What follows belongs to an exercise in optimizing a design on an open flow for small area and a short achievable clock period; a production flow would make more cautious choices.
Only simulation tests tie the RTL to the original design; equivalence was not proved.
Power figures rest on the tool's default switching activity, not on a simulated workload.

==> inputs of run a <==
// mcb_port_model
module mcb_port_model #(
  parameter int MEM_AW         = 6,
  parameter int CMD_DEPTH      = 4,
  parameter int READ_LATENCY   = 4,
  parameter int REFRESH_CYCLES = 8
) (
  input  logic        clk,
  input  logic        rst,
  input  logic        cmd_en,
  input  logic [2:0]  cmd_instr,
  input  logic [5:0]  cmd_bl,
  input  logic [27:0] cmd_word_addr,
  output logic        cmd_empty,
  output logic        cmd_full,
  input  logic        wr_en,
  input  logic [3:0]  wr_mask,
  input  logic [31:0] wr_data,
  output logic        wr_full,
  output logic        wr_empty,
  output logic [6:0]  wr_count,
  output logic        wr_underrun,
  output logic        wr_error,
  input  logic        rd_en,
  output logic [31:0] rd_data,
  output logic        rd_full,
  output logic        rd_empty,
  output logic [6:0]  rd_count,
  output logic        rd_overflow,
  output logic        rd_error
);
  localparam int CMD_W  = 2 + 6 + MEM_AW;
  localparam int CMD_CW = $clog2(CMD_DEPTH) + 1;
  localparam int WR_W   = 33;
  logic [CMD_W-1:0]  cmd_head_s;
  logic [CMD_CW-1:0] cmd_count_s;
  logic              cmd_empty_s;
  logic              cmd_pop_s;
  logic              cmd_drop_s;
  logic              cmd_pop_err_s;
  logic [WR_W-1:0]   wr_din_s;
  logic [WR_W-1:0]   wr_head_s;
  logic              wr_empty_s;
  logic              wr_pop_s;
  logic              wr_drop_s;
  logic              wr_underrun_s;
  logic              rd_push_s;
  logic              rd_overflow_s;
  logic              rd_pop_err_s;
  logic [31:0]       ram_r [2**MEM_AW];
  logic [31:0]       rdata_r;
  logic [31:0]       ram_rd_s;        
  logic [MEM_AW-1:0] addr_r;
  logic [5:0]        beat_r;
  logic [1:0]        wait_r;
  logic              st_write_r;
  logic              st_rwait_r;
  ...
clock: 6.0 ns
lec_check: 0
cap_margin: 20
core_margin: 2
core_utilization: 65
slew_margin: 20
run.sh (not shown) runs the stock make flow with config.mk's settings and CLKGATE_MAP_FILE= SYNTH_SCRIPT=/design/flow/synth_recipe.tcl, a recipe that flattens the netlist after the stock synthesis.
==> run b: changes against run a <==
--- a/flow/design.v
+++ b/flow/design.v
@@ -42,13 +42,12 @@
   endfunction
 endpackage
 module mcb_port_fifo #(
   parameter int WIDTH = 32,
   parameter int DEPTH = 64,
   localparam int BD   = DEPTH - 1,
-  localparam int BW   = $clog2(BD),
   localparam int CW   = $clog2(DEPTH) + 1
 ) (
   input  logic             clk,
   input  logic             rst,
   input  logic             push,
   input  logic [WIDTH-1:0] din,
@@ -59,82 +58,87 @@
   output logic             empty,
   output logic             push_drop,
   output logic             pop_err
 );
   logic [WIDTH-1:0] buf_r [BD];
   logic [WIDTH-1:0] head_r;
-  logic [BW-1:0]    wr_ptr_r;
-  logic [BW-1:0]    rd_ptr_r;
+  logic [BD-1:0]    wr_sel_r;      
+  logic [BD-1:0]    rd_sel_r;      
   logic [CW-1:0]    count_r;
-  logic [CW-1:0]    count_nxt_s;
-  logic             empty_r;
+  logic             empty_r;       
   logic             single_r;      
+  logic             full_s;
+  logic             is1_s;
+  logic             is2_s;
   logic             push_ok_s;
   logic             pop_ok_s;
+  logic             inc_s;
+  logic             dec_s;
   logic             head_din_s;
   logic             head_buf_s;
   logic             buf_push_s;
   logic [WIDTH-1:0] buf_head_s;
   always_comb begin
     buf_head_s = {WIDTH{1'b0}};
     for (int i = 0; i < BD; i++) begin
-      buf_head_s = buf_head_s | (buf_r[i] & {WIDTH{rd_ptr_r == BW'(i)}});
+      buf_head_s = buf_head_s | (buf_r[i] & {WIDTH{rd_sel_r[i]}});
     end
   end
-  function automatic logic [BW-1:0] next_ptr(input logic [BW-1:0] p);
-    next_ptr = (p == BW'(BD - 1)) ? {BW{1'b0}} : p + BW'(1);
-  endfunction
-  always_comb begin
-    pop_ok_s    = pop & ~empty_r;
-    push_ok_s   = push & (~count_r[CW-1] | pop_ok_s);
-    push_drop   = push & ~push_ok_s;
-    pop_err     = pop & empty_r;
-    head_buf_s  = pop_ok_s & ~single_r;
-    head_din_s  = push_ok_s & (empty_r | (pop_ok_s & single_r));
-    buf_push_s  = push_ok_s & ~head_din_s;
-    case ({push_ok_s, pop_ok_s})
-      2'b10:   count_nxt_s = count_r + CW'(1);
-      2'b01:   count_nxt_s = count_r - CW'(1);
-      default: count_nxt_s = count_r;
-    endcase
-  end
+  assign full_s     = count_r[CW-1];
+  assign is1_s      = (count_r == CW'(1));
+  assign is2_s      = (count_r == CW'(2));
+  assign pop_ok_s   = pop & ~empty_r;
+  assign push_ok_s  = push & (~full_s | pop);
+  assign push_drop  = push & ~push_ok_s;
+  assign pop_err    = pop & empty_r;
+  assign inc_s      = push_ok_s & ~pop_ok_s;
+  assign dec_s      = pop_ok_s & ~push_ok_s;
+  assign head_buf_s = pop_ok_s & ~single_r;
+  assign head_din_s = push_ok_s & single_r & (empty_r | pop);
+  assign buf_push_s = push_ok_s & ~head_din_s;
   always_ff @(posedge clk) begin
-    if (~count_r[CW-1] | pop) begin
-      buf_r[wr_ptr_r] <= din;
+    for (int i = 0; i < BD; i++) begin
+      if (wr_sel_r[i] && (~full_s | pop)) begin
+        buf_r[i] <= din;
+      end
     end
   end
   always_ff @(posedge clk or posedge rst) begin
     if (rst) begin
       head_r   <= {WIDTH{1'b0}};
-      wr_ptr_r <= {BW{1'b0}};
-      rd_ptr_r <= {BW{1'b0}};
+      wr_sel_r <= BD'(1);
+      rd_sel_r <= BD'(1);
       count_r  <= {CW{1'b0}};
       empty_r  <= 1'b1;
       single_r <= 1'b1;
     end else begin
       if (head_buf_s) begin
         head_r <= buf_head_s;
       end else if (head_din_s) begin
         head_r <= din;
       end else if (pop_ok_s) begin
         head_r <= {WIDTH{1'b0}};
       end
       if (buf_push_s) begin
-        wr_ptr_r <= next_ptr(wr_ptr_r);
+        wr_sel_r <= {wr_sel_r[BD-2:0], wr_sel_r[BD-1]};
       end
       if (head_buf_s) begin
-        rd_ptr_r <= next_ptr(rd_ptr_r);
+        rd_sel_r <= {rd_sel_r[BD-2:0], rd_sel_r[BD-1]};
+      end
+      if (inc_s) begin
+        count_r <= count_r + CW'(1);
+      end else if (dec_s) begin
+        count_r <= count_r - CW'(1);
       end
-      count_r  <= count_nxt_s;
-      empty_r  <= (count_nxt_s == {CW{1'b0}});
-      single_r <= (count_nxt_s[CW-1:1] == {(CW-1){1'b0}});
+      empty_r  <= (empty_r & ~push_ok_s) | (is1_s & dec_s);
+      single_r <= empty_r | (is1_s & ~inc_s) | (is2_s & dec_s);
     end
   end
   assign dout  = head_r;
   assign count = count_r;
-  assign full  = count_r[CW-1];
+  assign full  = full_s;
   assign empty = empty_r;
 endmodule
 module mcb_port_model #(
   parameter int MEM_AW         = 6,
   parameter int CMD_DEPTH      = 4,
   parameter int READ_LATENCY   = 4,
@@ -182,13 +186,13 @@
   logic              rd_push_s;
   logic              rd_overflow_s;
   logic              rd_pop_err_s;
   logic [31:0]       ram_r [2**MEM_AW];
   logic [31:0]       rdata_r;
   logic [31:0]       ram_rd_s;        
-  logic [MEM_AW-1:0] addr_r;
+  logic [2**MEM_AW-1:0] asel_r;     
   logic [5:0]        beat_r;
   logic [1:0]        wait_r;
   logic              st_write_r;
   logic              st_rwait_r;
   logic              st_read_r;
   logic              st_ref_r;
@@ -247,51 +251,51 @@
   assign wword_s   = mcb_port_pkg::unpack_word(wr_head_s);
   assign wdata_s   = wword_s[31:0];
   assign wmask_s   = wword_s[35:32];
   always_ff @(posedge clk) begin
     for (int i = 0; i < 2**MEM_AW; i++) begin
       for (int l = 0; l < 4; l++) begin
-        if (st_write_r && addr_r == MEM_AW'(i) && !wmask_s[l]) begin
+        if (st_write_r && asel_r[i] && !wmask_s[l]) begin
           ram_r[i][8*l +: 8] <= wdata_s[8*l +: 8];
         end
       end
     end
   end
   always_ff @(posedge clk) begin
     rdata_r <= ram_rd_s;
   end
   always_comb begin
     ram_rd_s = 32'h0000_0000;
     for (int i = 0; i < 2**MEM_AW; i++) begin
-      ram_rd_s = ram_rd_s | (ram_r[i] & {32{addr_r == MEM_AW'(i)}});
+      ram_rd_s = ram_rd_s | (ram_r[i] & {32{asel_r[i]}});
     end
   end
   always_ff @(posedge clk or posedge rst) begin
     if (rst) begin
       st_write_r <= 1'b0;
       st_rwait_r <= 1'b0;
       st_read_r  <= 1'b0;
       st_ref_r   <= 1'b0;
-      addr_r     <= {MEM_AW{1'b0}};
+      asel_r     <= {{(2**MEM_AW-1){1'b0}}, 1'b1};
       beat_r     <= 6'd0;
       wait_r     <= 2'd0;
     end else begin
       if (st_idle_s) begin
         if (!cmd_empty_s) begin
-          addr_r     <= cmd_head_s[MEM_AW-1:0];
+          asel_r     <= (2**MEM_AW)'(1) << cmd_head_s[MEM_AW-1:0];
           beat_r     <= (cmd_head_s[CMD_W-1 -: 2] == mcb_port_pkg::CLS_REFRESH)
                         ? 6'(REFRESH_CYCLES - 1) : cmd_head_s[MEM_AW +: 6];
           wait_r     <= 2'd0;
           st_write_r <= (cmd_head_s[CMD_W-1 -: 2] == mcb_port_pkg::CLS_WRITE);
           st_rwait_r <= (cmd_head_s[CMD_W-1 -: 2] == mcb_port_pkg::CLS_READ);
           st_ref_r   <= (cmd_head_s[CMD_W-1 -: 2] == mcb_port_pkg::CLS_REFRESH);
         end
       end
       if (st_write_r | st_read_r | st_ref_r) begin
         if (!st_ref_r) begin
-          addr_r <= addr_r + MEM_AW'(1);
+          asel_r <= {asel_r[2**MEM_AW-2:0], asel_r[2**MEM_AW-1]};
         end
         if (beat_r == 6'd0) begin
           st_write_r <= 1'b0;
           st_read_r  <= 1'b0;
           st_ref_r   <= 1'b0;
         end else begin
@@ -300,13 +304,13 @@
       end
       if (st_rwait_r) begin
         wait_r <= wait_r + 2'd1;
         if (wait_r == 2'(READ_LATENCY - 1)) begin
           st_rwait_r <= 1'b0;
           st_read_r  <= 1'b1;
-          addr_r     <= addr_r + MEM_AW'(1);
+          asel_r     <= {asel_r[2**MEM_AW-2:0], asel_r[2**MEM_AW-1]};
         end
       end
     end
   end
   always_ff @(posedge clk or posedge rst) begin
     if (rst) begin
CORE_UTILIZATION = 60   (was 65)
CTS_CLUSTER_DIAMETER = 70   (was unset)
CTS_CLUSTER_SIZE = 24   (was unset)
SETUP_SLACK_MARGIN = 3.2   (was unset)
==> run c: changes against run a <==
CORE_UTILIZATION = 40   (was 65)
==> qor summary <==
	run a	run b	run c
Portion of the layout cell area used by clock cells	7.42%	4.12%	7.55%
Maximum fanout along the worst path	32	18	21
Combinational gate power	24.3 mW	21.8 mW	24.6 mW
Register bit count reported by yosys	6369	6657	6369
Wire length per cell	50.7 um	55.3 um	44.6 um
Placer Congestion	0.996	0.947	0.941
Seq cells	6369	6657	6369
Core box area	355000 um2	399000 um2	577000 um2
Placed cell count	17800	17900	20700
Mapped Avg Cell Area	18.1 um2	18.8 um2	18.1 um2
Run status	finished clean	finished clean	finished clean
Net count, final	13800	13400	13800
Die Outline Area	361000 um2	406000 um2	585000 um2
Mapped Cells	12800	12800	12800
Syn-to-layout area delta	14.7%	10.9%	16.6%
Total stage count of the critical path	9	6	10
Number of iterations in the first detailed-routing pass	9	12	9
Power of the clock network	38.6 mW	27.5 mW	39.6 mW
Setup repair after global routing missed its margin	no	yes	no
Pin count of the biggest net entering global routing	72	129	67
Diode insertion count for antenna repair	61	98	107
Summed area of non-filler cells in the final layout	266000 um2	267000 um2	270000 um2
Fraction of met1 tracks used by global routing	67.1%	64.2%	41.9%
Fraction of registers with async set/reset	2.39%	6.61%	2.39%
Fraction of standard cell area in multi-input logic	15.5%	15.5%	15.2%

========
==> run D: inputs <==
==> flow/design.v <==
package mcb_port_pkg;
  localparam int DATA_FIFO_DEPTH = 64;
  localparam logic [1:0] CLS_WRITE   = 2'd0;
  localparam logic [1:0] CLS_READ    = 2'd1;
  localparam logic [1:0] CLS_REFRESH = 2'd2;
  localparam logic [1:0] CLS_INVALID = 2'd3;
  function automatic logic [1:0] instr_class(input logic [2:0] instr);
    if (instr[2]) instr_class = (instr[1:0] == 2'b00) ? CLS_REFRESH : CLS_INVALID;
    else          instr_class = instr[0] ? CLS_READ : CLS_WRITE;
  endfunction
  function automatic logic [32:0] pack_word(input logic [3:0] mask, input logic [31:0] data);
    logic [1:0] k;
    k = mask[0] ? 2'd0 : mask[1] ? 2'd1 : mask[2] ? 2'd2 : 2'd3;
    if (mask == 4'b0000) begin
      pack_word = {1'b0, data};
    end else begin
      pack_word[32]    = 1'b1;
      pack_word[7:0]   = {mask, k, 2'b00};
      pack_word[15:8]  = (k == 2'd1) ? data[7:0] : data[15:8];
      pack_word[23:16] = (k == 2'd2) ? data[7:0] : data[23:16];
      pack_word[31:24] = (k == 2'd3) ? data[7:0] : data[31:24];
    end
  endfunction
  function automatic logic [35:0] unpack_word(input logic [32:0] w);
    logic [1:0] k;
    logic [7:0] lane0;
    k = w[32] ? w[3:2] : 2'd0;
    case (k)
      2'd0: lane0 = w[7:0];
      2'd1: lane0 = w[15:8];
      2'd2: lane0 = w[23:16];
      default: lane0 = w[31:24];
    endcase
    unpack_word = {(w[32] ? w[7:4] : 4'b0000), w[31:8], lane0};
  endfunction
  function automatic logic [31:0] merge_bytes(input logic [31:0] old_word,
                                              input logic [31:0] new_word,
                                              input logic [3:0]  keep);
    for (int i = 0; i < 4; i++) begin
      merge_bytes[8*i +: 8] = keep[i] ? old_word[8*i +: 8] : new_word[8*i +: 8];
    end
  endfunction
endpackage
module mcb_port_fifo #(
  parameter int WIDTH = 32,
  parameter int DEPTH = 64,
  localparam int BD   = DEPTH - 1,
  localparam int BW   = $clog2(BD),
  localparam int CW   = $clog2(DEPTH) + 1
) (
  input  logic             clk,
  input  logic             rst,
  input  logic             push,
  input  logic [WIDTH-1:0] din,
  input  logic             pop,
  output logic [WIDTH-1:0] dout,
  output logic [CW-1:0]    count,
  output logic             full,
  output logic             empty,
  output logic             push_drop,
  output logic             pop_err
);
  logic [WIDTH-1:0] buf_r [BD];
  logic [WIDTH-1:0] head_r;
  logic [BW-1:0]    wr_ptr_r;      
  logic [BD-1:0]    rd_sel_r;      
  logic [CW-1:0]    count_r;
  logic             empty_r;       
  logic             single_r;      
  logic             full_s;
  logic             is1_s;
  logic             is2_s;
  logic             push_ok_s;
  logic             pop_ok_s;
  logic             inc_s;
  logic             dec_s;
  logic             head_din_s;
  logic             head_buf_s;
  logic             buf_push_s;
  logic [WIDTH-1:0] buf_head_s;
  always_comb begin
    buf_head_s = {WIDTH{1'b0}};
    for (int i = 0; i < BD; i++) begin
      buf_head_s = buf_head_s | (buf_r[i] & {WIDTH{rd_sel_r[i]}});
    end
  end
  assign full_s     = count_r[CW-1];
  assign is1_s      = (count_r == CW'(1));
  assign is2_s      = (count_r == CW'(2));
  assign pop_ok_s   = pop & ~empty_r;
  assign push_ok_s  = push & (~full_s | pop);
  assign push_drop  = push & ~push_ok_s;
  assign pop_err    = pop & empty_r;
  assign inc_s      = push_ok_s & ~pop_ok_s;
  assign dec_s      = pop_ok_s & ~push_ok_s;
  assign head_buf_s = pop_ok_s & ~single_r;
  assign head_din_s = push_ok_s & single_r & (empty_r | pop);
  assign buf_push_s = push_ok_s & ~head_din_s;
  always_ff @(posedge clk) begin
    for (int i = 0; i < BD; i++) begin
      if (wr_ptr_r == BW'(i) && (~full_s | pop)) begin
        buf_r[i] <= din;
      end
    end
  end
  always_ff @(posedge clk or posedge rst) begin
    if (rst) begin
      head_r   <= {WIDTH{1'b0}};
      wr_ptr_r <= {BW{1'b0}};
      rd_sel_r <= BD'(1);
      count_r  <= {CW{1'b0}};
      empty_r  <= 1'b1;
      single_r <= 1'b1;
    end else begin
      if (head_buf_s) begin
        head_r <= buf_head_s;
      end else if (head_din_s) begin
        head_r <= din;
      end else if (pop_ok_s) begin
        head_r <= {WIDTH{1'b0}};
      end
      if (buf_push_s) begin
        wr_ptr_r <= (wr_ptr_r == BW'(BD - 1)) ? {BW{1'b0}} : wr_ptr_r + BW'(1);
      end
      if (head_buf_s) begin
        rd_sel_r <= {rd_sel_r[BD-2:0], rd_sel_r[BD-1]};
      end
      if (inc_s) begin
        count_r <= count_r + CW'(1);
      end else if (dec_s) begin
        count_r <= count_r - CW'(1);
      end
      empty_r  <= (empty_r & ~push_ok_s) | (is1_s & dec_s);
      single_r <= empty_r | (is1_s & ~inc_s) | (is2_s & dec_s);
    end
  end
  assign dout  = head_r;
  assign count = count_r;
  assign full  = full_s;
  assign empty = empty_r;
endmodule
module mcb_port_model #(
  parameter int MEM_AW         = 6,
  parameter int CMD_DEPTH      = 4,
  parameter int READ_LATENCY   = 4,
  parameter int REFRESH_CYCLES = 8
) (
  input  logic        clk,
  input  logic        rst,
  input  logic        cmd_en,
  input  logic [2:0]  cmd_instr,
  input  logic [5:0]  cmd_bl,
  input  logic [27:0] cmd_word_addr,
  output logic        cmd_empty,
  output logic        cmd_full,
  input  logic        wr_en,
  input  logic [3:0]  wr_mask,
  input  logic [31:0] wr_data,
  output logic        wr_full,
  output logic        wr_empty,
  output logic [6:0]  wr_count,
  output logic        wr_underrun,
  output logic        wr_error,
  input  logic        rd_en,
  output logic [31:0] rd_data,
  output logic        rd_full,
  output logic        rd_empty,
  output logic [6:0]  rd_count,
  output logic        rd_overflow,
  output logic        rd_error
);
  localparam int CMD_W  = 2 + 6 + MEM_AW;
  localparam int CMD_CW = $clog2(CMD_DEPTH) + 1;
  localparam int WR_W   = 33;
  logic [CMD_W-1:0]  cmd_head_s;
  logic [CMD_CW-1:0] cmd_count_s;
  logic              cmd_empty_s;
  logic              cmd_pop_s;
  logic              cmd_drop_s;
  logic              cmd_pop_err_s;
  logic [WR_W-1:0]   wr_din_s;
  logic [WR_W-1:0]   wr_head_s;
  logic              wr_empty_s;
  logic              wr_pop_s;
  logic              wr_drop_s;
  logic              wr_underrun_s;
  logic              rd_push_s;
  logic              rd_overflow_s;
  logic              rd_pop_err_s;
  logic [31:0]       ram_r [2**MEM_AW];
  logic [31:0]       rdata_r;
  logic [31:0]       ram_rd_s;        
  logic [2**MEM_AW-1:0] asel_r;     
  logic [5:0]        beat_r;
  logic [1:0]        wait_r;
  logic              st_write_r;
  logic              st_rwait_r;
  logic              st_read_r;
  logic              st_ref_r;
  logic              st_idle_s;
  logic [35:0]       wword_s;
  logic [31:0]       wdata_s;
  logic [3:0]        wmask_s;
  logic              wr_underrun_r;
  logic              wr_error_r;
  logic              rd_overflow_r;
  logic              rd_error_r;
  assign wr_din_s = mcb_port_pkg::pack_word(wr_mask, wr_data);
  mcb_port_fifo #(.WIDTH(CMD_W), .DEPTH(CMD_DEPTH)) u_cmd_fifo (
    .clk       (clk),
    .rst       (rst),
    .push      (cmd_en),
    .din       ({mcb_port_pkg::instr_class(cmd_instr), cmd_bl, cmd_word_addr[MEM_AW-1:0]}),
    .pop       (cmd_pop_s),
    .dout      (cmd_head_s),
    .count     (cmd_count_s),
    .full      (cmd_full),
    .empty     (cmd_empty_s),
    .push_drop (cmd_drop_s),
    .pop_err   (cmd_pop_err_s)
  );
  mcb_port_fifo #(.WIDTH(WR_W), .DEPTH(mcb_port_pkg::DATA_FIFO_DEPTH)) u_wr_fifo (
    .clk       (clk),
    .rst       (rst),
    .push      (wr_en),
    .din       (wr_din_s),
    .pop       (wr_pop_s),
    .dout      (wr_head_s),
    .count     (wr_count),
    .full      (wr_full),
    .empty     (wr_empty_s),
    .push_drop (wr_drop_s),
    .pop_err   (wr_underrun_s)
  );
  mcb_port_fifo #(.WIDTH(32), .DEPTH(mcb_port_pkg::DATA_FIFO_DEPTH)) u_rd_fifo (
    .clk       (clk),
    .rst       (rst),
    .push      (rd_push_s),
    .din       (rdata_r),
    .pop       (rd_en),
    .dout      (rd_data),
    .count     (rd_count),
    .full      (rd_full),
    .empty     (rd_empty),
    .push_drop (rd_overflow_s),
    .pop_err   (rd_pop_err_s)
  );
  assign st_idle_s = ~(st_write_r | st_rwait_r | st_read_r | st_ref_r);
  assign cmd_pop_s = st_idle_s & ~cmd_empty_s;
  assign wr_pop_s  = st_write_r;
  assign rd_push_s = st_read_r;
  assign wword_s   = mcb_port_pkg::unpack_word(wr_head_s);
  assign wdata_s   = wword_s[31:0];
  assign wmask_s   = wword_s[35:32];
  always_ff @(posedge clk) begin
    for (int i = 0; i < 2**MEM_AW; i++) begin
      for (int l = 0; l < 4; l++) begin
        if (st_write_r && asel_r[i] && !wmask_s[l]) begin
          ram_r[i][8*l +: 8] <= wdata_s[8*l +: 8];
        end
      end
    end
  end
  always_ff @(posedge clk) begin
    rdata_r <= ram_rd_s;
  end
  always_comb begin
    ram_rd_s = 32'h0000_0000;
    for (int i = 0; i < 2**MEM_AW; i++) begin
      ram_rd_s = ram_rd_s | (ram_r[i] & {32{asel_r[i]}});
    end
  end
  always_ff @(posedge clk or posedge rst) begin
    if (rst) begin
      st_write_r <= 1'b0;
      st_rwait_r <= 1'b0;
      st_read_r  <= 1'b0;
      st_ref_r   <= 1'b0;
      asel_r     <= {{(2**MEM_AW-1){1'b0}}, 1'b1};
      beat_r     <= 6'd0;
      wait_r     <= 2'd0;
    end else begin
      if (st_idle_s) begin
        if (!cmd_empty_s) begin
          asel_r     <= (2**MEM_AW)'(1) << cmd_head_s[MEM_AW-1:0];
          beat_r     <= (cmd_head_s[CMD_W-1 -: 2] == mcb_port_pkg::CLS_REFRESH)
                        ? 6'(REFRESH_CYCLES - 1) : cmd_head_s[MEM_AW +: 6];
          wait_r     <= 2'd0;
          st_write_r <= (cmd_head_s[CMD_W-1 -: 2] == mcb_port_pkg::CLS_WRITE);
          st_rwait_r <= (cmd_head_s[CMD_W-1 -: 2] == mcb_port_pkg::CLS_READ);
          st_ref_r   <= (cmd_head_s[CMD_W-1 -: 2] == mcb_port_pkg::CLS_REFRESH);
        end
      end
      if (st_write_r | st_read_r | st_ref_r) begin
        if (!st_ref_r) begin
          asel_r <= {asel_r[2**MEM_AW-2:0], asel_r[2**MEM_AW-1]};
        end
        if (beat_r == 6'd0) begin
          st_write_r <= 1'b0;
          st_read_r  <= 1'b0;
          st_ref_r   <= 1'b0;
        end else begin
          beat_r <= beat_r - 6'd1;
        end
      end
      if (st_rwait_r) begin
        wait_r <= wait_r + 2'd1;
        if (wait_r == 2'(READ_LATENCY - 1)) begin
          st_rwait_r <= 1'b0;
          st_read_r  <= 1'b1;
          asel_r     <= {asel_r[2**MEM_AW-2:0], asel_r[2**MEM_AW-1]};
        end
      end
    end
  end
  always_ff @(posedge clk or posedge rst) begin
    if (rst) begin
      wr_underrun_r <= 1'b0;
      wr_error_r    <= 1'b0;
      rd_overflow_r <= 1'b0;
      rd_error_r    <= 1'b0;
    end else begin
      if (wr_underrun_s) begin
        wr_underrun_r <= 1'b1;
      end
      if (cmd_drop_s | wr_drop_s) begin
        wr_error_r <= 1'b1;
      end
      if (rd_overflow_s) begin
        rd_overflow_r <= 1'b1;
      end
      if (rd_pop_err_s) begin
        rd_error_r <= 1'b1;
      end
    end
  end
  assign cmd_empty   = cmd_empty_s;
  assign wr_empty    = wr_empty_s;
  assign wr_underrun = wr_underrun_r;
  assign wr_error    = wr_error_r;
  assign rd_overflow = rd_overflow_r;
  assign rd_error    = rd_error_r;
endmodule
==> flow/run.sh <==
#!/bin/bash
# synth_recipe.tcl (not shown) runs the flow's synth.tcl, then flattens the netlist and writes it again
# the make line also repeats each setting of config.mk as NAME=value (left out here)
make -C /OpenROAD-flow-scripts/flow DESIGN_CONFIG=/design/flow/config.mk WORK_HOME=/design/flow/orfs CLKGATE_MAP_FILE= SYNTH_SCRIPT=/design/flow/synth_recipe.tcl finish
==> flow/config.mk <==
export PLATFORM = sky130hd
export DESIGN_NAME = mcb_port_model
export DESIGN_NICKNAME = mcb_port_model
export VERILOG_FILES = /design/flow/design.v
export SDC_FILE = /design/flow/constraint.sdc
export NUM_CORES = 4
export LEC_CHECK = 0
export CAP_MARGIN = 20
export CORE_MARGIN = 2
export CORE_UTILIZATION = 60
export CTS_CLUSTER_DIAMETER = 60
export CTS_CLUSTER_SIZE = 20
export SETUP_SLACK_MARGIN = 3.3
export SLEW_MARGIN = 20
==> flow/constraint.sdc <==
create_clock -name core_clock -period 6.0 [get_ports {clk}]
set_input_delay 1.2000 -clock core_clock [delete_from_list [all_inputs] [get_ports {clk}]]
set_output_delay 1.2000 -clock core_clock [all_outputs]
set_load 0.01 [all_outputs]
==> run X: changes against run D <==
--- a/flow/design.v
+++ b/flow/design.v
@@ -46,5 +46,4 @@
   parameter int DEPTH = 64,
   localparam int BD   = DEPTH - 1,
-  localparam int BW   = $clog2(BD),
   localparam int CW   = $clog2(DEPTH) + 1
 ) (
@@ -63,5 +62,5 @@
   logic [WIDTH-1:0] buf_r [BD];
   logic [WIDTH-1:0] head_r;
-  logic [BW-1:0]    wr_ptr_r;      
+  logic [BD-1:0]    wr_sel_r;      
   logic [BD-1:0]    rd_sel_r;      
   logic [CW-1:0]    count_r;
@@ -99,5 +98,5 @@
   always_ff @(posedge clk) begin
     for (int i = 0; i < BD; i++) begin
-      if (wr_ptr_r == BW'(i) && (~full_s | pop)) begin
+      if (wr_sel_r[i] && (~full_s | pop)) begin
         buf_r[i] <= din;
       end
@@ -107,5 +106,5 @@
     if (rst) begin
       head_r   <= {WIDTH{1'b0}};
-      wr_ptr_r <= {BW{1'b0}};
+      wr_sel_r <= BD'(1);
       rd_sel_r <= BD'(1);
       count_r  <= {CW{1'b0}};
@@ -121,5 +120,5 @@
       end
       if (buf_push_s) begin
-        wr_ptr_r <= (wr_ptr_r == BW'(BD - 1)) ? {BW{1'b0}} : wr_ptr_r + BW'(1);
+        wr_sel_r <= {wr_sel_r[BD-2:0], wr_sel_r[BD-1]};
       end
       if (head_buf_s) begin
CTS_CLUSTER_DIAMETER = not set   (was 60)
CTS_CLUSTER_SIZE = not set   (was 20)
SETUP_SLACK_MARGIN = 3.2   (was 3.3)
==> run M: changes against run D <==
CTS_CLUSTER_DIAMETER = 70   (was 60)
CTS_CLUSTER_SIZE = 24   (was 20)
==> summary of the runs <==
Clock-buffer cell count: run M < run D < run X.
The lowest wire length belongs to run M, the highest to run X.
Between run D and run X, the lower clock skew is in run D (gap 0.010 ns).
Global-route usage: run D > run X > run M.
Register-to-register slack, lowest first: run X, run M, run D.
Via count: run M < run D < run X.
Against run D, the flip-flop and latch count of run X is higher by 115.
Between run X and run D, the lower die area is in run D (gap about 1.7%, measured against run D).
Of run X and run D, run D has the higher combinational power (gap 28%, measured against run D).
==> figures <==
Number of antenna violations at the first check in global routing: run D 63; run M 73; run X 80
Share of total power in sequential cells: run D 48.2%; run M 51.1%; run X 48.3%
Multi-input logic cell count: run D 5124; run M 5124; run X 5189
Result of the run: run D complete, no violations; run M complete, no violations; run X complete, no violations
Die area: run D 399000 um^2; run M 399000 um^2; run X 406000 um^2
Power attributed to the clock group: run D 0.0338 W; run M 0.0271 W; run X 0.0407 W
Reported sequential group power: run D 0.0593 W; run M 0.0594 W; run X 0.0581 W
Clock edge transition at the registers on the reported setup and hold paths: run D 0.07 ns; run M 0.10 ns; run X 0.07 ns
Count of routing violations after the opening detailed-route iteration: run D 38200; run M 37700; run X 37800
R2R Setup Slk: run D 3.11 ns; run M 2.91 ns; run X 2.88 ns
Final core area utilization: run D 69.3%; run M 67.9%; run X 69.2%
Data arrival time of the worst path: run D 1.86 ns; run M 3.96 ns; run X 4.12 ns
Footprint of the multi-input gates: run D 41200 um^2; run M 41000 um^2; run X 41300 um^2
WP data required: run D 4.80 ns; run M 6.87 ns; run X 7.00 ns
Combined global-route utilization of all metal layers: run D 50.5%; run M 50.3%; run X 50.4%
Part of the total power dissipated in combinational logic: run D 24.4%; run M 25.6%; run X 17.9%
Startpoint of the lowest-slack hold path: run D wait_r[0]; run M wait_r[0]; run X rd_overflow_r
Wire length on met1: run D 317 mm; run M 318 mm; run X 324 mm
Tap cells: run D 5220; run M 5220; run X 5265

## separate check: timing with driven ports
No port has a modelled driver above. Below, the same layouts with a new extraction and two added sets of constraints. Step 1: set_driving_cell puts a clkbuf_16 on clk and a buf_2 on each other input, an assumption about the parent block. Step 2, shift: input delay + t, output delay - t, t = (earliest + latest rising clock arrival at the registers) / 2. This alone moves slack from input paths to output paths. Three values: ideal, step 1, step 2; two values: the first two.
run | shift t [ns] | setup WS [ns] | hold WS [ns] | worst data-port slew with drivers (ns)
run a | 1.232 | 0.745 / 0.745 / 0.745 | 0.461 / 0.461 / 0.461 | 0.31
run b | 1.175 | 2.903 / 2.863 / 2.078 | 0.484 / 0.484 / 0.484 | 0.20
run c | 1.254 | 1.244 / 1.244 / 0.983 | 0.465 / 0.428 / 0.465 | 0.79
run D | 1.196 | 2.945 / 2.820 / 2.227 | 0.506 / 0.506 / 0.506 | 0.06
run X | 1.250 | 2.876 / 2.814 / 1.922 | 0.511 / 0.503 / 0.511 | 0.22
run M | 1.135 | 2.915 / 2.878 / 2.327 | 0.515 / 0.515 / 0.515 | 0.06
After both steps every run listed still meets setup and hold. For run X, which loses most, drivers alone change the setup slack by -0.062 ns; drivers and shift together by -0.954 ns.
